Source: an optimization exercise on an open RTL-to-GDS flow (aim: small area, a short achievable clock period and few clock cycles). Production flows keep margins and buffers that such runs may drop.
In this exercise RTL edits were held to simulation tests only and were not proved equivalent to the original.
Power is estimated from default activity; no workload was simulated.

$ cat design/flow/config.mk
export PLATFORM = sky130hd
export DESIGN_NAME = sparcLsuTop
export DESIGN_NICKNAME = sparcLsuTop
export VERILOG_FILES = /design/flow/design.v
export SDC_FILE = /design/flow/constraint.sdc
export NUM_CORES = 4
export LEC_CHECK = 0
export CAP_MARGIN = 20
export CORE_MARGIN = 2
export CORE_UTILIZATION = 30
export CTS_CLUSTER_DIAMETER = 85
export CTS_CLUSTER_SIZE = 26
export GPL_ROUTABILITY_DRIVEN = 1
export PLACE_DENSITY = 0.4
export SLEW_MARGIN = 20
$ cat design/flow/constraint.sdc
create_clock -name core_clock -period 10.0 [get_ports {Clk}]
set_input_delay 2.0000 -clock core_clock [delete_from_list [all_inputs] [get_ports {Clk}]]
set_output_delay 2.0000 -clock core_clock [all_outputs]
set_load 0.01 [all_outputs]
$ cat design/flow/design.v
package sparcIsaPkg;
    localparam int OpLsb = 30;
    localparam int RdLsb = 25;
    localparam int Op2Lsb = 22;
    localparam int Op3Lsb = 19;
    localparam int Rs1Lsb = 14;
    localparam int IBit = 13;  
    localparam int Rs2Lsb = 0;
    localparam int RegAddrW = 5;
    localparam int Simm13W = 13;
    localparam int Imm22W = 22;
    localparam int SethiShift = 10;
    localparam logic [1:0] OpMem = 2'b11;
    localparam logic [1:0] OpFmt2 = 2'b00;  
    localparam logic [2:0] Op2Sethi = 3'b100;
    localparam logic [5:0] Op3Ldsb = 6'b001001;
    localparam logic [5:0] Op3Ldsh = 6'b001010;
    localparam logic [5:0] Op3Ld = 6'b000000;
    localparam logic [5:0] Op3Ldub = 6'b000001;
    localparam logic [5:0] Op3Lduh = 6'b000010;
    localparam logic [5:0] Op3Stb = 6'b000101;
    localparam logic [5:0] Op3Sth = 6'b000110;
    localparam logic [5:0] Op3St = 6'b000100;
    typedef enum logic [1:0] {
        SizeByte = 2'b00,
        SizeHalf = 2'b01,
        SizeWord = 2'b10
    } accessSizeT;
    typedef struct packed {
        logic memEnable;
        logic isStore;
        accessSizeT accessSize;
        logic signExtend;
        logic rfWrite;
        logic isSethi;
        logic illegal;
    } decodedCtrlT;
endpackage
package lsuCfgPkg;
    localparam int DataW = 32;
    localparam int NumRegs = 32;
    localparam int MemBytes = 512;
    localparam int MemAddrW = 9;
    localparam int ApbAddrW = 12;
    localparam logic [ApbAddrW-1:0] AddrInstr = 12'h000;
    localparam logic [ApbAddrW-1:0] AddrRegBase = 12'h080;  
    localparam logic [ApbAddrW-1:0] AddrRegLast = 12'h0FC;
endpackage
`timescale 1ns/1ps
module instrDecoder
(
    input  logic [lsuCfgPkg::DataW-1:0] instr,
    output logic                        isLoad,
    output logic                        isStore,
    output logic                        isSethi,
    output logic                        illegal,
    output sparcIsaPkg::accessSizeT     accessSize,
    output logic                        signExtend
);
    logic [1:0] op;
    logic [2:0] op2;
    logic [5:0] op3;
    assign op = instr[sparcIsaPkg::OpLsb +: 2];
    assign op2 = instr[sparcIsaPkg::Op2Lsb +: 3];
    assign op3 = instr[sparcIsaPkg::Op3Lsb +: 6];
    always_comb
    begin
        case (op3[1:0])
            2'b01: accessSize = sparcIsaPkg::SizeByte;
            2'b10: accessSize = sparcIsaPkg::SizeHalf;
            default: accessSize = sparcIsaPkg::SizeWord;
        endcase
    end
    assign signExtend = op3[3];
    always_comb
    begin
        isLoad = 1'b0;
        isStore = 1'b0;
        isSethi = 1'b0;
        illegal = 1'b0;
        case (op)
            sparcIsaPkg::OpFmt2:
            begin
                if (op2 == sparcIsaPkg::Op2Sethi)
                    isSethi = 1'b1;
                else if (instr != '0)
                    illegal = 1'b1;  
            end
            sparcIsaPkg::OpMem:
            begin
                case (op3)
                    sparcIsaPkg::Op3Ldsb, sparcIsaPkg::Op3Ldsh, sparcIsaPkg::Op3Ld,
                    sparcIsaPkg::Op3Ldub, sparcIsaPkg::Op3Lduh:
                        isLoad = 1'b1;
                    sparcIsaPkg::Op3Stb, sparcIsaPkg::Op3Sth, sparcIsaPkg::Op3St:
                        isStore = 1'b1;
                    default: illegal = 1'b1;
                endcase
            end
            default: illegal = 1'b1;  
        endcase
    end
endmodule
`timescale 1ns/1ps
module registerFile
(
    input  logic                             Clk,
    input  logic                             rst,
    input  logic [sparcIsaPkg::RegAddrW-1:0] rs1Addr,
    input  logic [sparcIsaPkg::RegAddrW-1:0] rs2Addr,
    input  logic [sparcIsaPkg::RegAddrW-1:0] portBAddr,
    input  logic [lsuCfgPkg::NumRegs-1:1]    wrHot,       
    input  logic [lsuCfgPkg::DataW-1:0]      wrData,
    output logic [lsuCfgPkg::MemAddrW-1:0]   rs1Data,
    output logic [lsuCfgPkg::MemAddrW-1:0]   rs2Data,
    output logic [lsuCfgPkg::DataW-1:0]      portBData
);
    localparam int N = lsuCfgPkg::NumRegs;
    localparam int W = lsuCfgPkg::DataW;
    localparam int AW = lsuCfgPkg::MemAddrW;
    logic [N-1:1][W-1:0] regs;
    always_ff @(posedge Clk)
    begin
        for (int i = 1; i < N; i++)
            if (rst || wrHot[i])
                regs[i] <= rst ? '0 : wrData;
    end
    always_comb
    begin
        rs1Data = '0;
        rs2Data = '0;
        portBData = '0;
        for (int i = 1; i < N; i++)
        begin
            rs1Data = rs1Data | ({AW{rs1Addr == i[sparcIsaPkg::RegAddrW-1:0]}} & regs[i][AW-1:0]);
            rs2Data = rs2Data | ({AW{rs2Addr == i[sparcIsaPkg::RegAddrW-1:0]}} & regs[i][AW-1:0]);
            portBData = portBData | ({W{portBAddr == i[sparcIsaPkg::RegAddrW-1:0]}} & regs[i]);
        end
    end
endmodule
`timescale 1ns/1ps
module dataMemory
(
    input  logic                             Clk,
    input  logic [7:0]                       pairHi,      
    input  logic [7:0]                       pairLo,      
    input  logic [lsuCfgPkg::MemAddrW-3:0]   rdWord,      
    output logic                             inSlot0,     
    output logic [lsuCfgPkg::DataW-1:0]      rdData,      
    output logic                             rdInv,       
    input  logic                             stValid,     
    input  logic [lsuCfgPkg::MemAddrW-3:0]   stWord,
    input  logic [3:0]                       stByteEn,    
    input  logic [lsuCfgPkg::DataW-1:0]      stData,      
    output logic                             stDone       
);
    localparam int Pairs = lsuCfgPkg::MemBytes / 8;
    localparam int PW = lsuCfgPkg::MemAddrW - 3;
    logic phase;
    logic inv0;    
    logic inv1;    
    logic [lsuCfgPkg::DataW-1:0] stDataInv;
    logic [Pairs-1:0][31:0] slot0;
    logic [Pairs-1:0][31:0] slot1;
    logic [Pairs-1:0][31:0] slot1Next;
    logic [Pairs-1:0] pairSel;
    logic stPairWr;
    always_ff @(posedge Clk)
    begin
        phase <= !phase;
        inv0 <= inv1;
        inv1 <= !inv0;
    end
    assign rdInv = inv0;
    assign stDataInv = stData ^ {lsuCfgPkg::DataW{!inv0}};
    assign stDone = stValid && (stWord[0] == phase);
    always_comb
        for (int k = 0; k < Pairs; k++)
            pairSel[k] = pairHi[k / 8] & pairLo[k % 8];
    always_comb
    begin
        for (int k = 0; k < Pairs; k++)
        begin
            stPairWr = stDone && pairSel[k];
            for (int j = 0; j < 4; j++)
                slot1Next[k][31 - 8 * j -: 8] = (stPairWr && stByteEn[j]) ?
                    stDataInv[31 - 8 * j -: 8] : ~slot0[k][31 - 8 * j -: 8];
        end
    end
    always_ff @(posedge Clk)
    begin
        slot0 <= slot1;
        slot1 <= slot1Next;
    end
    assign inSlot0 = (rdWord[0] == phase);
    always_comb
    begin
        rdData = '0;
        for (int k = 0; k < Pairs; k++)
        begin
            rdData = rdData | ({32{pairSel[k]}} & slot0[k]);
        end
    end
endmodule
`timescale 1ns/1ps
module apbCommandPort
(
    input  logic                             Clk,
    input  logic                             rst,
    input  logic                             psel,
    input  logic                             penable,
    input  logic                             pwrite,
    input  logic [lsuCfgPkg::ApbAddrW-1:0]   paddr,
    input  logic [lsuCfgPkg::DataW-1:0]      hostRdData,
    input  logic                             illegal,
    input  logic                             stallIssue,  
    input  logic                             midWrEn,     
    input  logic [sparcIsaPkg::RegAddrW-1:0] midWrAddr,
    input  logic                             lastWrEn,    
    input  logic [sparcIsaPkg::RegAddrW-1:0] lastWrAddr,
    input  logic [lsuCfgPkg::DataW-1:0]      lastWrData,
    output logic                             pready,
    output logic [lsuCfgPkg::DataW-1:0]      prdata,
    output logic                             pslverr,
    output logic [sparcIsaPkg::RegAddrW-1:0] hostRdAddr,
    output logic                             hostWr,      
    output logic                             instrIssue   
);
    logic setup;
    logic isInstr;
    logic isReg;
    logic readyQ;
    logic errQ;
    logic [lsuCfgPkg::DataW-1:0] prdataQ;
    assign setup = psel & ~penable;
    assign isInstr = (paddr == lsuCfgPkg::AddrInstr);
    assign isReg = (paddr[lsuCfgPkg::ApbAddrW-1:7] == 5'b00001) && (paddr[1:0] == 2'b00);
    assign hostRdAddr = paddr[2 +: sparcIsaPkg::RegAddrW];  
    assign hostWr = setup & pwrite & isReg;
    assign instrIssue = setup & pwrite & isInstr;
    always_ff @(posedge Clk)
    begin
        errQ <= pwrite ? !(isReg || (isInstr && !illegal)) : !isReg;
        readyQ <= !(psel && !pwrite && midWrEn && midWrAddr == hostRdAddr) && !stallIssue;
        prdataQ <= (lastWrEn && lastWrAddr == hostRdAddr) ? lastWrData : hostRdData;
    end
    assign pready = readyQ;
    assign pslverr = errQ;
    assign prdata = prdataQ;
endmodule
`timescale 1ns/1ps
module loadStoreExec
(
    input  logic                             Clk,
    input  logic                             rst,
    input  logic                             instrIssue,
    input  logic                             hostWr,
    input  logic [sparcIsaPkg::RegAddrW-1:0] hostWrAddr,
    input  logic [lsuCfgPkg::DataW-1:0]      pwdata,
    input  logic                             dLoad,
    input  logic                             dStore,
    input  logic                             dSethi,
    input  sparcIsaPkg::accessSizeT          dSize,
    input  logic                             dSignExt,
    input  logic [lsuCfgPkg::MemAddrW-1:0]   rs1Data,     
    input  logic [lsuCfgPkg::MemAddrW-1:0]   rs2Data,
    input  logic [lsuCfgPkg::DataW-1:0]      rdData,
    input  logic [lsuCfgPkg::DataW-1:0]      memRdData,   
    input  logic                             memRdInv,
    input  logic                             stDone,
    input  logic                             inSlot0,
    output logic                             stallIssue,  
    output logic [lsuCfgPkg::MemAddrW-3:0]   memRdWord,
    output logic [7:0]                       memPairHi,   
    output logic [7:0]                       memPairLo,   
    output logic                             stValid,
    output logic [lsuCfgPkg::MemAddrW-3:0]   stWord,
    output logic [3:0]                       stByteEn,
    output logic [lsuCfgPkg::DataW-1:0]      stData,
    output logic                             midWrEn,
    output logic [sparcIsaPkg::RegAddrW-1:0] midWrAddr,
    output logic [lsuCfgPkg::NumRegs-1:1]    rfWrHot,     
    output logic                             rfWrEn,
    output logic [sparcIsaPkg::RegAddrW-1:0] rfWrAddr,
    output logic [lsuCfgPkg::DataW-1:0]      rfWrData
);
    localparam int AW = lsuCfgPkg::MemAddrW;
    localparam int RW = sparcIsaPkg::RegAddrW;
    localparam int DW = lsuCfgPkg::DataW;
    logic [AW-1:0] opAQ;   
    logic [AW-1:0] opBQ;   
    logic [DW-1:0] dataQ;  
    logic fwdAQ;           
    logic fwdBQ;
    logic fwdDQ;
    logic eWr;
    logic [RW-1:0] eWrAddr;
    logic eLoad;
    logic eStore;
    sparcIsaPkg::accessSizeT eSize;
    logic eSignExt;
    logic mWr;
    logic [RW-1:0] mWrAddr;
    logic mLoad;
    logic mStore;  
    logic [AW-1:0] mAddr;
    logic [7:0] mPairHi;
    logic [7:0] mPairLo;
    logic [3:0] mByteEn;
    logic [DW-1:0] mData;
    sparcIsaPkg::accessSizeT mSize;
    logic mSignExt;
    logic mDelay;  
    logic mSecond;  
    logic retryQ;  
    logic issue;
    logic instrXfer;
    logic wWr;
    logic [lsuCfgPkg::NumRegs-1:1] wWrHot;
    logic [RW-1:0] wWrAddr;
    logic wLoad;
    logic [DW-1:0] wWord;
    logic wInv;    
    logic [DW-1:0] wTrue;
    logic [1:0] wLane;
    sparcIsaPkg::accessSizeT wSize;
    logic wSignExt;
    logic [RW-1:0] issueRd;
    logic [RW-1:0] rs1Idx;
    logic [RW-1:0] rs2Idx;
    logic [AW-1:0] rs1Val;
    logic [AW-1:0] rs2Val;
    logic [DW-1:0] rdVal;
    logic [AW-1:0] opA;
    logic [AW-1:0] opB;
    logic [AW-1:0] effAddr;
    logic [AW-1:0] alignedAddr;
    logic [3:0] byteEn;
    logic [DW-1:0] eData;
    logic eAny;
    logic [DW-1:0] wbData;
    logic [7:0] byteSel;
    logic [15:0] halfSel;
    logic mLate;   
    logic hit1M, hit1W, hit2M, hit2W, hitDM, hitDW;
    assign issueRd = hostWr ? hostWrAddr : pwdata[sparcIsaPkg::RdLsb +: RW];
    assign rs1Idx = pwdata[sparcIsaPkg::Rs1Lsb +: RW];
    assign rs2Idx = pwdata[sparcIsaPkg::Rs2Lsb +: RW];
    assign stallIssue = instrIssue && mDelay && mWr &&
        (rs1Idx == mWrAddr ||
         (!pwdata[sparcIsaPkg::IBit] && rs2Idx == mWrAddr) ||
         (dStore && issueRd == mWrAddr));
    assign issue = (instrIssue && !stallIssue) || retryQ;
    assign instrXfer = instrIssue || retryQ;  
    assign mLate = mLoad && !mDelay;
    assign hit1M = mWr && mWrAddr == rs1Idx;
    assign hit2M = mWr && mWrAddr == rs2Idx;
    assign hitDM = mWr && mWrAddr == issueRd;
    assign hit1W = wWr && wWrAddr == rs1Idx;
    assign hit2W = wWr && wWrAddr == rs2Idx;
    assign hitDW = wWr && wWrAddr == issueRd;
    assign rs1Val = (hit1M && !mLoad) ? mData[AW-1:0] : hit1W ? wbData[AW-1:0] : rs1Data;
    assign rs2Val = (hit2M && !mLoad) ? mData[AW-1:0] : hit2W ? wbData[AW-1:0] : rs2Data;
    assign rdVal = (hitDM && !mLoad) ? mData : hitDW ? wbData : rdData;
    always_ff @(posedge Clk)
    begin
        opAQ <= rs1Val;
        opBQ <= pwdata[sparcIsaPkg::IBit] ? pwdata[AW-1:0] : rs2Val;
        if (instrXfer && dStore)
            dataQ <= rdVal;
        else if (instrXfer && dSethi)
            dataQ <= {pwdata[sparcIsaPkg::Imm22W-1:0], {sparcIsaPkg::SethiShift{1'b0}}};
        else
            dataQ <= pwdata;
        fwdAQ <= hit1M && mLate;
        fwdBQ <= hit2M && mLate && !pwdata[sparcIsaPkg::IBit];
        fwdDQ <= hitDM && mLate && instrXfer && dStore;
        eWrAddr <= issueRd;
        eSize <= dSize;
        eSignExt <= dSignExt;
        if (rst)
        begin
            eWr <= 1'b0;
            eLoad <= 1'b0;
            eStore <= 1'b0;
            retryQ <= 1'b0;
        end
        else
        begin
            eWr <= (hostWr || (issue && (dLoad || dSethi))) && issueRd != '0;
            eLoad <= issue && dLoad;
            eStore <= issue && dStore;
            retryQ <= stallIssue;
        end
    end
    assign opA = fwdAQ ? wbData[AW-1:0] : opAQ;
    assign opB = fwdBQ ? wbData[AW-1:0] : opBQ;
    assign eData = fwdDQ ? wbData : dataQ;
    always_comb
    begin
        logic [AW-1:0] g;
        logic [AW-1:0] p;
        logic [AW-1:0] gn;
        logic [AW-1:0] pn;
        g = opA & opB;
        p = opA ^ opB;
        for (int d = 1; d < AW; d = d * 2)
        begin
            gn = g;
            pn = p;
            for (int i = d; i < AW; i++)
            begin
                gn[i] = g[i] | (p[i] & g[i - d]);
                pn[i] = p[i] & p[i - d];
            end
            g = gn;
            p = pn;
        end
        effAddr = (opA ^ opB) ^ {g[AW-2:0], 1'b0};
    end
    assign eAny = eWr || eLoad || eStore;
    always_comb
    begin
        alignedAddr = effAddr;
        if (eSize == sparcIsaPkg::SizeHalf)
            alignedAddr[0] = 1'b0;
        else if (eSize == sparcIsaPkg::SizeWord)
            alignedAddr[1:0] = 2'b00;
        case (eSize)
            sparcIsaPkg::SizeByte: byteEn = 4'b0001 << effAddr[1:0];
            sparcIsaPkg::SizeHalf: byteEn = effAddr[1] ? 4'b1100 : 4'b0011;
            default: byteEn = 4'b1111;
        endcase
    end
    assign mDelay = mLoad && !mSecond;
    always_ff @(posedge Clk)
    begin
        if (rst)
        begin
            mWr <= 1'b0;
            mLoad <= 1'b0;
        end
        else if (!mDelay)
        begin
            mWr <= eWr;
            mLoad <= eLoad;
        end
        mSecond <= mDelay && !rst;
        if (eStore)
            mStore <= 1'b1;
        else if (stDone)
            mStore <= 1'b0;
        if (eAny)
        begin
            mAddr <= alignedAddr;
            mPairHi <= 8'b00000001 << alignedAddr[AW-1:AW-3];
            mPairLo <= 8'b00000001 << alignedAddr[AW-4:3];
            mByteEn <= byteEn;
            mData <= eData;
            mSize <= eSize;
        end
        if (!mDelay)
        begin
            mWrAddr <= eWrAddr;
            mSignExt <= eSignExt;
        end
    end
    assign memRdWord = mAddr[AW-1:2];
    assign memPairHi = mPairHi;
    assign memPairLo = mPairLo;
    assign stValid = mStore;
    assign stWord = mAddr[AW-1:2];
    assign stByteEn = mByteEn;
    always_comb
    begin
        case (mSize)
            sparcIsaPkg::SizeByte: stData = {4{mData[7:0]}};
            sparcIsaPkg::SizeHalf: stData = {2{mData[15:0]}};
            default: stData = mData;
        endcase
    end
    assign midWrEn = mWr;
    assign midWrAddr = mWrAddr;
    always_ff @(posedge Clk)
    begin
        if (rst)
        begin
            wWr <= 1'b0;
            wWrHot <= '0;
            wLoad <= 1'b0;
        end
        else
        begin
            wWr <= mWr && !mDelay;
            for (int i = 1; i < lsuCfgPkg::NumRegs; i++)
                wWrHot[i] <= mWr && !mDelay && mWrAddr == i[RW-1:0];
            wLoad <= mLoad && !mDelay;
        end
        wWrAddr <= mWrAddr;
        if (mLoad ? inSlot0 : 1'b1)
        begin
            wWord <= mLoad ? memRdData : mData;
            wInv <= mLoad && memRdInv;
        end
        wLane <= mAddr[1:0];
        wSize <= mSize;
        wSignExt <= mSignExt;
    end
    assign wTrue = wWord ^ {DW{wInv}};
    always_comb
    begin
        case (wLane)
            2'b00: byteSel = wTrue[31:24];
            2'b01: byteSel = wTrue[23:16];
            2'b10: byteSel = wTrue[15:8];
            default: byteSel = wTrue[7:0];
        endcase
        halfSel = wLane[1] ? wTrue[15:0] : wTrue[31:16];
        if (!wLoad)
            wbData = wTrue;
        else
        begin
            case (wSize)
                sparcIsaPkg::SizeByte:
                    wbData = {{(DW - 8){wSignExt & byteSel[7]}}, byteSel};
                sparcIsaPkg::SizeHalf:
                    wbData = {{(DW - 16){wSignExt & halfSel[15]}}, halfSel};
                default:
                    wbData = wTrue;
            endcase
        end
    end
    assign rfWrEn = wWr;
    assign rfWrHot = wWrHot;
    assign rfWrAddr = wWrAddr;
    assign rfWrData = wbData;
endmodule
`timescale 1ns/1ps
module sparcLsuTop
(
    input  logic                           Clk,
    input  logic                           rst,
    input  logic                           psel,
    input  logic                           penable,
    input  logic                           pwrite,
    input  logic [lsuCfgPkg::ApbAddrW-1:0] paddr,
    input  logic [lsuCfgPkg::DataW-1:0]    pwdata,
    output logic                           pready,
    output logic                           pslverr,
    output logic [lsuCfgPkg::DataW-1:0]    prdata
);
    logic [sparcIsaPkg::RegAddrW-1:0] hostRdAddr;
    logic [lsuCfgPkg::DataW-1:0] hostRdData;
    logic hostWr;
    logic instrIssue;
    logic dLoad;
    logic dStore;
    logic dSethi;
    logic dIllegal;
    sparcIsaPkg::accessSizeT dSize;
    logic dSignExt;
    logic [lsuCfgPkg::MemAddrW-1:0] rs1Data;
    logic [lsuCfgPkg::MemAddrW-1:0] rs2Data;
    logic [lsuCfgPkg::DataW-1:0] rdData;
    logic [sparcIsaPkg::RegAddrW-1:0] portBAddr;
    logic [lsuCfgPkg::DataW-1:0] portBData;
    logic midWrEn;
    logic [sparcIsaPkg::RegAddrW-1:0] midWrAddr;
    logic rfWrEn;
    logic [lsuCfgPkg::NumRegs-1:1] rfWrHot;
    logic [sparcIsaPkg::RegAddrW-1:0] rfWrAddr;
    logic [lsuCfgPkg::DataW-1:0] rfWrData;
    logic [lsuCfgPkg::MemAddrW-3:0] memRdWord;
    logic [7:0] memPairHi;
    logic [7:0] memPairLo;
    logic [lsuCfgPkg::DataW-1:0] memRdData;
    logic memRdInv;
    logic stValid;
    logic [lsuCfgPkg::MemAddrW-3:0] stWord;
    logic [3:0] stByteEn;
    logic [lsuCfgPkg::DataW-1:0] stData;
    logic stDone;
    logic inSlot0;
    logic stallIssue;
    apbCommandPort u_apb
    (
        .Clk(Clk), .rst(rst), .psel(psel), .penable(penable), .pwrite(pwrite),
        .paddr(paddr), .hostRdData(hostRdData), .illegal(dIllegal), .stallIssue(stallIssue),
        .midWrEn(midWrEn), .midWrAddr(midWrAddr),
        .lastWrEn(rfWrEn), .lastWrAddr(rfWrAddr), .lastWrData(rfWrData),
        .pready(pready), .prdata(prdata), .pslverr(pslverr),
        .hostRdAddr(hostRdAddr), .hostWr(hostWr), .instrIssue(instrIssue)
    );
    instrDecoder u_decoder
    (
        .instr(pwdata), .isLoad(dLoad), .isStore(dStore), .isSethi(dSethi),
        .illegal(dIllegal), .accessSize(dSize), .signExtend(dSignExt)
    );
    loadStoreExec u_exec
    (
        .Clk(Clk), .rst(rst), .instrIssue(instrIssue), .hostWr(hostWr),
        .hostWrAddr(hostRdAddr), .pwdata(pwdata), .dLoad(dLoad), .dStore(dStore),
        .dSethi(dSethi), .dSize(dSize), .dSignExt(dSignExt),
        .rs1Data(rs1Data), .rs2Data(rs2Data), .rdData(rdData), .memRdData(memRdData), .memRdInv(memRdInv),
        .stDone(stDone), .inSlot0(inSlot0), .stallIssue(stallIssue), .memRdWord(memRdWord), .memPairHi(memPairHi), .memPairLo(memPairLo),
        .stValid(stValid), .stWord(stWord), .stByteEn(stByteEn), .stData(stData),
        .midWrEn(midWrEn), .midWrAddr(midWrAddr),
        .rfWrEn(rfWrEn), .rfWrHot(rfWrHot), .rfWrAddr(rfWrAddr), .rfWrData(rfWrData)
    );
    assign portBAddr = pwrite ? pwdata[sparcIsaPkg::RdLsb +: sparcIsaPkg::RegAddrW] : hostRdAddr;
    assign rdData = portBData;
    assign hostRdData = portBData;
    registerFile u_regFile
    (
        .Clk(Clk), .rst(rst), .rs1Addr(pwdata[sparcIsaPkg::Rs1Lsb +: sparcIsaPkg::RegAddrW]),
        .rs2Addr(pwdata[sparcIsaPkg::Rs2Lsb +: sparcIsaPkg::RegAddrW]), .portBAddr(portBAddr), .wrHot(rfWrHot), .wrData(rfWrData),
        .rs1Data(rs1Data), .rs2Data(rs2Data), .portBData(portBData)
    );
    dataMemory u_dataMem
    (
        .Clk(Clk), .pairHi(memPairHi), .pairLo(memPairLo), .rdWord(memRdWord), .inSlot0(inSlot0), .rdData(memRdData), .rdInv(memRdInv), .stValid(stValid),
        .stWord(stWord), .stByteEn(stByteEn), .stData(stData), .stDone(stDone)
    );
endmodule
$ cat design/flow/flow/run.sh
#!/bin/bash
# The standard layout, with timing repair aimed at a 3.7 ns period instead of
# stopping once 5 ns of setup slack is left. Same clock, constraints and steps.
set -euo pipefail
bash standard.sh SETUP_SLACK_MARGIN=6.3 finish > standard_flow.log 2>&1
$ cat design/flow/standard.sh
#!/bin/bash
# synth_recipe.tcl (not shown) runs the flow's synth.tcl, then flattens the netlist and writes it again
# the make line also repeats each setting of config.mk as NAME=value (left out here)
make -C /OpenROAD-flow-scripts/flow DESIGN_CONFIG=/design/flow/config.mk WORK_HOME=/design/flow/orfs CLKGATE_MAP_FILE= SYNTH_SCRIPT=/design/flow/synth_recipe.tcl "${@:-finish}"
==> flow_metrics.env, run 1 <==
export IMPL_status="complete, no violations"
export IMPL_start_util_pct=30.2
export IMPL_cp_max_fo=11
export IMPL_cts_root_buf="clkbuf_16"
export IMPL_grt_usage_pct=27.9
export IMPL_nFillCells=54700
export IMPL_cts_hold_buf=0
export IMPL_swShare_pct=23.6
export IMPL_tritoncts="built"
export IMPL_combPwrFrac_pct=3.4
export IMPL_synth_flop_cell="dfxtp_1"
export IMPL_final_net_count=14600
export IMPL_clock_sinks=5333
export IMPL_layout_min_cycle_time_ps=3780
export IMPL_start_kind="primary input"
export IMPL_synth_distinct_cells=103
export IMPL_post_drt_wl_per_cell_microns=37.3
export IMPL_syn_area_per_cell_sq_um=11.5
export IMPL_drt_pass1_iter_count=8
export IMPL_ff2ff_setup_slack_ps=6220
export IMPL_drv_cap=0
export IMPL_clkPwrFrac_pct=33.5
export IMPL_syn_instance_count=14500
export IMPL_area_delta_synth_final_pct=13.7
export IMPL_placementRows=273
export IMPL_required_ps=10940
export IMPL_fin_crit_sh_pct=37.8
export IMPL_whs_path_depth=0
export IMPL_pwr_share_seq_pct=63.1
export IMPL_drt_initial_drc_count=17300
export IMPL_core_area_sq_um=553000
export IMPL_clock_latency_ps=1070
export IMPL_wl_microns=817000
export IMPL_cts_buffer_depth=4
export IMPL_slew_headroom_pct=19.4
export IMPL_layout_commonest_cell="dfxtp_1"
export IMPL_netlist_area_sq_um=167000
export IMPL_htree_levels=4
export IMPL_ys_warn_count=5
export IMPL_rsz0062_at_grt="yes"
export IMPL_grt_pass1_wl_microns=1070000
export IMPL_hold_ws_ps=291
export IMPL_multi_input_area_sq_um=48000
export IMPL_dieArea_sq_um=562000
export IMPL_yosys_register_bits=5333
export IMPL_grt_max_degree=65
export IMPL_worst_setup_path_end_kind="flip-flop"
export IMPL_vdd_ir_drop_max_v=0.000194
export IMPL_syn_nets=14500
export IMPL_hpwl_microns=513000
export IMPL_drcViolationCount=0
export IMPL_dieHeight_microns=750
export IMPL_antenna_left=0
export IMPL_tightest_slew_ps=1210
export IMPL_mostFrequentLayoutCells="4204 x dfxtp_1, 2235 x nor2_1, 2220 x a21oi_1"
export IMPL_num_vias=120000
export IMPL_tns_ps=0
export IMPL_yosysSeqAreaShare_pct=70.5
export IMPL_reg2regPathDepth=8
export IMPL_setup_viol=0
export IMPL_hold_viol=0
export IMPL_power_density_nw_per_um2=188
export IMPL_synth_edf_count=1088
export IMPL_ioPinCount=83
export IMPL_layout_drive_gt1_share_pct=11.4
export IMPL_fin_skew_ps=87.2
export IMPL_avgViaCountPerCell=5.50
export IMPL_clk_pin_slew_ps=110
export IMPL_grt_ovfl_total=0
export IMPL_synthArstFlopShare_pct=0
export IMPL_path_class="in -> reg"
export IMPL_p_sw_mw=8.40
export IMPL_leakagePower_nw=69.9
export IMPL_hold_path_class="reg -> reg"
export IMPL_power_internal_mw=27.2
export IMPL_numCtsBuffers=239
export IMPL_fmax_mhz=265
export IMPL_seqCellArea_sq_um=118000
export IMPL_antenna_found_initial=81
export IMPL_worst_endpoint_arrival_ps=4720
export IMPL_die_w_microns=750
export IMPL_routabilityCongestion=0.965
export IMPL_slew_violations=0
export IMPL_numPortBuffers=82
export IMPL_grt_pass1_vias=110000
==> final timing paths <==
| path | start | end |
|---|---|---|
| setup / recovery | paddr[3] | u_apb.prdataQ[2] |
| hold / removal | u_dataMem.slot1[451] | u_dataMem.slot0[451] |
| hold reg to reg | u_dataMem.slot1[451] | u_dataMem.slot0[451] |
| setup reg to reg | u_exec.mPairHi[0] | u_exec.wWord[17] |
==> timing repair <==
item / CTS / global route
pin swaps: 85 / 72
endpoints found under the setup margin: 251 / 471
gates resized for setup: 683 / 161
cloned: 28 / 6
setup buffers: 185 / 83
hold endpoints to repair: 0 / 0
==> cells by family after synthesis <==
logic type      count (synthesis)  share of synthesized area, %
fa+ha+maj                      16                         0.124
compound gates               4245                          16.4
flops                        5333                          70.5
simple gates                 3659                          9.50
buf+inv                      1031                          2.50
mux                            69                         0.433
xor+xnor                      103                         0.545
==> cell usage after synthesis, types with 18 or more instances <==
library cell  count  share of area (%)
nor3_1           82               0.25
edfxtp_1       1088                 20
o21ai_1          29              0.087
clkbuf_1        703                1.6
nand4_1         224               0.84
a21oi_1        2230                6.7
xor2_1           42               0.22
and3_1           44               0.16
nand3_1         174               0.52
a22o_1          299                1.6
a22oi_1        1053                4.7
o221ai_1         41               0.22
inv_1            46               0.10
or2_2            36               0.13
mux2i_1          53               0.32
and2_1           76               0.28
a222oi_1         60               0.36
nand2_1         509                1.1
o22ai_1          18              0.067
nor4_1           55               0.21
o21ai_0          50               0.15
xnor2_1          60               0.31
a221oi_1        303                1.6
buf_1           156               0.35
nor2_1         2317                5.2
buf_2            93               0.28
dfxtp_1        4245                 51
==> layer usage <==
metal  routed length, microns  GRT usage [%]  share of wire [%]
met1                   359000           39.0                 44
met2                   357000           43.0                 44
met3                    66400           5.22                8.1
met5                      483          0.144              0.059
met4                    34100           9.44                4.2
==> power by group through the flow <==
stage	clock [mW]	combinational (mW)	sequential, mW
floorplan	0	0.498	22.7
global placement	0	1.04	22.9
detailed placement	0	1.04	22.9
CTS	12.1	1.13	22.4
global route	12.8	1.24	22.5
finish	11.9	1.21	22.5
==> registers in the layout, indices dropped and copies added, names as in the netlist, 2 cells and up <==
name and cells:
u_dataMem.slot0 2048, u_dataMem.slot1 2048, u_regFile.regs 992, u_apb.prdataQ 32, u_exec.dataQ 32, u_exec.mData 32
u_exec.wWord 32, u_exec.wWrHot 31, u_exec.opAQ 9, u_exec.opBQ 9, u_exec.mPairHi 8, u_exec.mPairLo 8
u_exec.eWrAddr 5, u_exec.mWrAddr 5, u_exec.wWrAddr 5, u_exec.mByteEn 4, u_exec.mAddr 3, u_exec.eSize 2
u_exec.mSize 2, u_exec.wLane 2, u_exec.wSize 2
==> stage by stage <==
step                cells  worst slack (ps)  area [sq um]  utilization [%]  total power, mW
floorplan           14500              5890        168000                -             23.2
finish              21900              6220        190000             34.3             35.6
global placement    21200              3680        177000             32.0             24.0
CTS                 21800              6180        188000             34.0             35.7
global route        21900              6260        190000             34.3             36.5
detailed placement  21200              3580        177000             32.0             24.0
==> critical path: stages <==
cell and delay, ps:
buf_2 160, bufbuf_16 310, and4b_1 240, nor2_2 550, o21ai_1 320, a221oi_1 580, nand4_1 240, mux2_4 310
==> area by class of cell <==
class / instances / share of cell area (%)
inverter: 47 / 0.0950
clock buffer: 288 / 3.30
sequential: 5333 / 62.1
timing repair buffer: 780 / 4.01
antenna: 12 / 0.0158
clock inverter: 44 / 0.354
tap: 7287 / 4.81
multi-input combinational: 8101 / 25.3
Testbench counts, summed over its fixed seeds: cycles 12,890.
==> run 2, diff against run 1 <==
--- a/design/flow/config.mk
+++ b/design/flow/config.mk
@@ -9,6 +9,6 @@
 export CORE_MARGIN = 2
 export CORE_UTILIZATION = 30
-export CTS_CLUSTER_DIAMETER = 85
-export CTS_CLUSTER_SIZE = 26
+export CTS_CLUSTER_DIAMETER = 70
+export CTS_CLUSTER_SIZE = 22
 export GPL_ROUTABILITY_DRIVEN = 1
 export PLACE_DENSITY = 0.4
==> run 2 against run 1 <==
Effect of this change:
- still clean on timing, DRC and antenna
- global-route usage up 0.096 points
- total power up 13%
- synthesized cell count stayed put
- utilization rose by 0.99 points
- setup slack got worse by 42 ps
- non-clock buffer count is 7 lower
- wire length grew 0.83%
- clock-buffer cell count up 113
- clock skew shrank 12 ps
- final cell count is 1.4% higher
- largest power group unchanged
- highest routed layer unchanged
==> flow_metrics.env, run 2 <==
export IMPL_area_delta_synth_final_pct=16.9
export IMPL_met3_length_microns=69000
export IMPL_yosysSeqAreaShare_pct=70.5
export IMPL_yosys_top_cells_count="4245 x dfxtp_1, 2317 x nor2_1, 2230 x a21oi_1"
export IMPL_met2WireLength_microns=360000
export IMPL_path_delay_family="simple AND/OR/NAND/NOR gates"
export IMPL_drcViolationCount=0
export IMPL_avgViaCountPerCell=5.50
export IMPL_worst_setup_path_end_kind="flip-flop"
export IMPL_path_buf_inv=2
export IMPL_dieArea_sq_um=562000
export IMPL_path_class="in -> reg"
export IMPL_routabilityCongestion=0.965
export IMPL_netlist_top_cells_area="dfxtp_1 51%, edfxtp_1 20%, a21oi_1 6.7%"
export IMPL_grt_usage_pct=28.0
export IMPL_yosysTopAreaCell="dfxtp_1"
export IMPL_slew_violations=0
export IMPL_fin_skew_ps=75.3
export IMPL_syn_nets=14500
export IMPL_numCtsBuffers=363
export IMPL_swShare_pct=24.6
export IMPL_core_area_sq_um=553000
export IMPL_synth_edf_count=1088
export IMPL_cts_root_buf="clkbuf_16"
export IMPL_clkPwrFrac_pct=40.9
export IMPL_cts_buffer_depth=4
export IMPL_tightest_slew_ps=1230
export IMPL_num_vias=122000
export IMPL_crit_slowest_cell="nor2_1"
export IMPL_start_util_pct=30.2
export IMPL_top_regs="u_dataMem.slot0 (2048), u_dataMem.slot1 (2048), u_regFile.regs (992)"
export IMPL_required_ps=10910
export IMPL_mostFrequentLayoutCells="4205 x dfxtp_1, 2238 x nor2_1, 2219 x a21oi_1"
export IMPL_tns_ps=0
export IMPL_tritoncts="built"
export IMPL_cp_slowest_stage_delay_ps=820
export IMPL_rsz0062_at_grt="yes"
export IMPL_antenna_left=0
export IMPL_worst_endpoint_arrival_ps=4730
export IMPL_status="complete, no violations"
export IMPL_dieHeight_microns=750
export IMPL_wl_microns=824000
export IMPL_clock_sinks=5333
export IMPL_m1WireLength_microns=360000
export IMPL_syn_instance_count=14500
export IMPL_pre_cts_slack_ps=3580
export IMPL_drt_initial_drc_count=17500
export IMPL_highest_layer="met5"
export IMPL_hpwl_microns=513000
export IMPL_netlist_area_sq_um=167000
export IMPL_synth_flop_cell="dfxtp_1"
export IMPL_leakagePower_nw=72.6
export IMPL_yosys_register_bits=5333
export IMPL_final_net_count=14700
export IMPL_pwr_share_seq_pct=56.1
export IMPL_fin_crit_sh_pct=38.2
export IMPL_drv_cap=0
export IMPL_cp_max_fo=10
export IMPL_fmax_mhz=262
export IMPL_ys_warn_count=5
export IMPL_synth_distinct_cells=103
export IMPL_synthArstFlopShare_pct=0
export IMPL_grt_max_degree=65
export IMPL_grt_pass1_wl_microns=1070000
export IMPL_layout_commonest_cell="dfxtp_1"
export IMPL_vdd_ir_drop_max_v=0.000153
export IMPL_setup_viol=0
export IMPL_clk_pin_slew_ps=90
export IMPL_power_density_nw_per_um2=205
export IMPL_numPortBuffers=82
export IMPL_cp_common_cell="o21ai_1"
export IMPL_cts_hold_buf=0
export IMPL_combPwrFrac_pct=3.0
export IMPL_placementRows=273
export IMPL_synth_most_common_cell="dfxtp_1"
export IMPL_htree_levels=5
export IMPL_layout_drive_gt1_share_pct=13.3
export IMPL_p_sw_mw=9.84
export IMPL_start_kind="primary input"
export IMPL_post_drt_wl_per_cell_microns=37.1
export IMPL_grt_pass1_vias=111000
export IMPL_die_w_microns=750
export IMPL_path_cells="buf_4 -> bufbuf_16 -> and4bb_4 -> nor2_1 -> o21ai_1 -> nor4_1 -> and3_1 -> mux2_2 -> o21ai_1"
export IMPL_grt_ovfl_total=0
export IMPL_drt_pass1_iter_count=10
export IMPL_worst_slack_ps=6180
export IMPL_slew_headroom_pct=18.1
export IMPL_ioPinCount=83
export IMPL_layout_min_cycle_time_ps=3820
export IMPL_power_internal_mw=30.2
export IMPL_hold_viol=0
export IMPL_hold_path_class="reg -> reg"
export IMPL_synth_top_area_share_pct=50.9
export IMPL_clock_latency_ps=1070
export IMPL_antenna_found_initial=87
export IMPL_syn_area_per_cell_sq_um=11.5
[run 2: cells by family after synthesis]
family | after synthesis | share of synthesized area, %
mux | 69 | 0.433
simple gates | 3659 | 9.50
compound gates | 4245 | 16.4
flops | 5333 | 70.5
buf+inv | 1031 | 2.50
xor+xnor | 103 | 0.545
fa+ha+maj | 16 | 0.124
[run 2: final cells by class]
type,instances,area (sq um)
Timing Repair Buffer,773,7590
Inverter,47,180
Clock inverter,240,2860
Multi-Input combinational cell,8102,48000
Clock buffer,401,9560
Fill cell,54400,358000
Antenna cell,21,52.6
Tap cell,7287,9120
Sequential cell,5333,118000
[run 2: per-stage QoR]
stage | std cells | hold WS, ps | util, % | power, mW | area [sq um]
floorplan | 14500 | 310 | - | 23.2 | 168000
global placement | 21200 | 309 | 32.0 | 24.0 | 177000
detailed placement | 21200 | 312 | 32.0 | 24.0 | 177000
CTS | 22100 | 272 | 34.9 | 40.2 | 193000
global route | 22200 | 292 | 35.3 | 41.1 | 195000
finish | 22200 | 282 | 35.3 | 40.0 | 195000
[run 2: final timing paths]
| check | from | end | slack (ps) | depth (start not counted) |
|---|---|---|---|---|
| setup / recovery | pwdata[26] | u_exec.dataQ[5] | 6180 | 9 |
| hold / removal | u_dataMem.slot1[863] | u_dataMem.slot0[863] | 280 | 0 |
| setup reg to reg | u_exec.mPairHi[6] | u_exec.wWord[21] | 6220 | 6 |
| hold reg to reg | u_dataMem.slot1[863] | u_dataMem.slot0[863] | 280 | 0 |
[run 2: worst register-to-register path, stage by stage (launching register included)]
cell      delay (ps)
edfxtp_1         560
and2_4           240
buf_4            230
a222oi_1        1080
nand4_1          680
nor4_4           550
a21oi_4          160
[run 2: power groups by stage]
| stage | Sequential [mW] | Clock [mW] | Combinational, mW |
|---|---|---|---|
| global placement | 22.9 | 0 | 1.04 |
| detailed placement | 22.9 | 0 | 1.04 |
| floorplan | 22.7 | 0 | 0.498 |
| CTS | 22.4 | 16.6 | 1.12 |
| global route | 22.5 | 17.4 | 1.24 |
| finish | 22.5 | 16.4 | 1.21 |
[run 2: what timing repair did]
action,4_1_cts,5_1_grt
gates resized for setup,646,188
setup endpoints to repair,262,453
pin swaps,67,80
setup buffers,160,95
gates cloned,26,15
[run 2: routing by layer]
layer | vias up | GRT usage [%]
met4 | 34 | 9.45
met1 | 61800 | 39.2
li1 | 52400 | -
met2 | 6326 | 43.0
met3 | 1444 | 5.38
met5 | - | 0.0935
==> run 3, diff against run 2 <==
==> design/flow/flow/run.sh (replaced) <==
#!/bin/bash
# The standard layout, with timing repair aimed at a 3.6 ns period instead of
# stopping once 5 ns of setup slack is left. Same clock, constraints and steps.
set -euo pipefail
bash standard.sh SETUP_SLACK_MARGIN=6.4 finish > standard_flow.log 2>&1
--- a/design/flow/config.mk
+++ b/design/flow/config.mk
@@ -9,6 +9,6 @@
 export CORE_MARGIN = 2
 export CORE_UTILIZATION = 30
-export CTS_CLUSTER_DIAMETER = 70
-export CTS_CLUSTER_SIZE = 22
+export CTS_CLUSTER_DIAMETER = 85
+export CTS_CLUSTER_SIZE = 26
 export GPL_ROUTABILITY_DRIVEN = 1
 export PLACE_DENSITY = 0.4
==> run 3 against run 2 <==
Effect of this change:
- via count increased by 0.37%
- register-to-register slack got worse by 110 ps
- clock power decreased by 18%
- critical path type is now reg -> reg
- highest routed layer unchanged
==> flow_metrics.env, run 3 <==
export IMPL_netlist_top_cells_area="dfxtp_1 51%, edfxtp_1 20%, a21oi_1 6.7%"
export IMPL_tightest_slew_ps=1270
export IMPL_layoutNonFillerInstCount=22200
export IMPL_swShare_pct=24.1
export IMPL_drt_pass1_iter_count=8
export IMPL_synth_edf_count=1088
export IMPL_dp_cells=21300
export IMPL_hold_viol=0
export IMPL_power_density_nw_per_um2=191
export IMPL_core_area_sq_um=553000
export IMPL_htree_levels=5
export IMPL_pwr_share_seq_pct=60.1
export IMPL_fin_skew_ps=76.9
export IMPL_grt_ovfl_total=0
export IMPL_clkPwrFrac_pct=35.8
export IMPL_nFillCells=54500
export IMPL_cp_max_fo=3
export IMPL_synth_most_common_cell="dfxtp_1"
export IMPL_mostFrequentLayoutCells="4203 x dfxtp_1, 2228 x nor2_1, 2212 x a21oi_1"
export IMPL_ioPinCount=83
export IMPL_antenna_left=0
export IMPL_leakagePower_nw=72.6
export IMPL_synth_top_area_share_pct=50.9
export IMPL_avgViaCountPerCell=5.52
export IMPL_num_vias=123000
export IMPL_worst_slack_ps=6110
export IMPL_drt_initial_drc_count=17800
export IMPL_setup_viol=0
export IMPL_die_w_microns=750
export IMPL_final_net_count=14800
export IMPL_status="complete, no violations"
export IMPL_grt_pass1_vias=110000
export IMPL_drcViolationCount=0
export IMPL_hold_ws_ps=296
export IMPL_slew_headroom_pct=15.2
export IMPL_syn_instance_count=14500
export IMPL_tritoncts="built"
export IMPL_hpwl_microns=503000
export IMPL_fin_crit_sh_pct=38.9
export IMPL_wl_microns=812000
export IMPL_synthArstFlopShare_pct=0
export IMPL_rsz0062_at_grt="yes"
export IMPL_numPortBuffers=82
export IMPL_post_drt_wl_per_cell_microns=36.6
export IMPL_routabilityCongestion=0.953
export IMPL_synth_flop_cell="dfxtp_1"
export IMPL_yosysTopAreaCell="dfxtp_1"
export IMPL_pre_cts_slack_ps=3740
export IMPL_required_ps=10740
export IMPL_place_area_sq_um=177000
export IMPL_cts_buffer_depth=4
export IMPL_dieArea_sq_um=562000
export IMPL_worst_setup_path_end_kind="flip-flop"
export IMPL_tns_ps=0
export IMPL_hold_path_class="reg -> reg"
export IMPL_netlist_area_sq_um=167000
export IMPL_power_internal_mw=28.4
export IMPL_final_area_sq_um=195000
export IMPL_layout_drive_gt1_share_pct=14.5
export IMPL_grt_usage_pct=27.6
export IMPL_syn_nets=14500
export IMPL_finalPower_mw=37.4
export IMPL_combPwrFrac_pct=4.1
export IMPL_cts_root_buf="clkbuf_16"
export IMPL_placementRows=273
export IMPL_slew_violations=0
export IMPL_layout_commonest_cell="dfxtp_1"
export IMPL_antenna_found_initial=82
export IMPL_syn_area_per_cell_sq_um=11.5
export IMPL_fin_util_pct=35.3
export IMPL_area_delta_synth_final_pct=17.1
export IMPL_vdd_ir_drop_max_v=0.000130
export IMPL_clk_pin_slew_ps=100
export IMPL_cts_hold_buf=0
export IMPL_drv_cap=0
export IMPL_fmax_mhz=257
export IMPL_top_regs="u_dataMem.slot0 (2048), u_dataMem.slot1 (2048), u_regFile.regs (992)"
export IMPL_grt_max_degree=65
export IMPL_ys_warn_count=5
export IMPL_clock_latency_ps=1010
export IMPL_yosysSeqAreaShare_pct=70.5
export IMPL_synth_distinct_cells=103
export IMPL_p_sw_mw=9.01
export IMPL_start_kind="flip-flop"
export IMPL_yosys_top_cells_count="4245 x dfxtp_1, 2317 x nor2_1, 2230 x a21oi_1"
export IMPL_start_util_pct=30.2
export IMPL_worst_endpoint_arrival_ps=4630
export IMPL_numCtsBuffers=274
export IMPL_yosys_register_bits=5333
export IMPL_path_class="reg -> reg"
export IMPL_grt_pass1_wl_microns=1060000
export IMPL_clock_sinks=5333
export IMPL_layout_min_cycle_time_ps=3890
export IMPL_dieHeight_microns=750
==> run 3: worst max-delay path, stage by stage, from the launching register on <==
cell and delay, ps:
edfxtp_1 470, buf_6 170, buf_6 110, and2_4 160, buf_4 150, a22oi_2 290, nand4_1 200, nor4_4 660
nand4_1 750, o32a_4 640
==> run 3: final cells by class <==
| class | count | area (sq um) | share of cell area, % |
|---|---|---|---|
| Antenna cell | 14 | 35.0 | 0.0179 |
| Timing Repair Buffer | 996 | 10400 | 5.32 |
| Clock inverter | 104 | 1380 | 0.706 |
| Tap cell | 7287 | 9120 | 4.67 |
| Clock buffer | 309 | 7250 | 3.71 |
| Multi-Input combinational cell | 8107 | 49200 | 25.2 |
| Sequential cell | 5333 | 118000 | 60.3 |
| Inverter | 47 | 180 | 0.0922 |
==> run 3: kinds of logic after synthesis <==
group           count (synthesis)  synth area share [%]
fa+ha+maj                      16                 0.124
mux                            69                 0.433
buf+inv                      1031                  2.50
flops                        5333                  70.5
xor+xnor                      103                 0.545
compound gates               4245                  16.4
simple gates                 3659                  9.50
==> run 3: final timing paths <==
path	startpoint	to	slack [ps]	cells past startpoint
setup / recovery	u_exec.mPairHi[1]	u_exec.wWord[7]	6110	9
hold / removal	u_dataMem.slot1[627]	u_dataMem.slot0[627]	300	0
setup reg to reg	u_exec.mPairHi[1]	u_exec.wWord[7]	6110	9
hold reg to reg	u_dataMem.slot1[627]	u_dataMem.slot0[627]	300	0
==> run 3: per-layer routing <==
layer	share of wire (%)	routed length (microns)	up-vias	global-route usage (%)
met2	41	335000	6412	40.0
met1	46	376000	62400	41.6
met3	8.3	67500	1250	4.64
met4	4.1	33100	8	8.72
li1	-	-	52500	-
met5	0.0064	52	-	0
==> run 3: timing repair <==
item / in CTS / in global routing
pin swaps: 166 / 166
resized for setup: 965 / 277
setup buffers: 333 / 121
endpoints found under the setup margin: 1234 / 209
gates cloned: 38 / 9
==> run 3: power groups by stage <==
stage / clock network, mW / logic [mW] / registers [mW]
6_report: 13.4 / 1.53 / 22.5
5_1_grt: 14.3 / 1.54 / 22.5
4_1_cts: 13.6 / 1.37 / 22.4
3_5_place_dp: 0 / 1.13 / 22.9
3_3_place_gp: 0 / 1.13 / 22.9
2_1_floorplan: 0 / 0.505 / 22.7

[re-timing with driven ports]
Ports are ideal in the flow. The routed layouts listed here were re-timed in OpenROAD.
Step 1 assumes that a clkbuf_16 drives the clock port and a buf_2 every other input.
Step 2 times the ports against the registers' clock, not the clock port: input delays grow and output delays shrink by t, the midpoint of the rising clock arrivals with the driver on.
a / b / c = no drivers / after step 1 / after step 2; a / b = the first two.
run | shift t [ns] | setup slack, ns | hold WS [ns] | latest minus earliest clock arrival (ns) | pins driven straight from the clock port
run 1 | 1.144 | 6.223 / 6.183 / 5.114 | 0.291 / 0.291 / 0.291 | 0.103 / 0.103 | 1
run 2 | 1.147 | 6.181 / 6.203 / 5.109 | 0.282 / 0.282 / 0.282 | 0.081 / 0.081 | 1
run 3 | 1.126 | 6.115 / 6.115 / 5.153 | 0.296 / 0.296 / 0.296 | 0.102 / 0.102 | 1
After both steps every run listed still meets setup and hold. For run 1, which loses most, drivers alone change the setup slack by -0.040 ns; drivers and shift together by -1.109 ns.
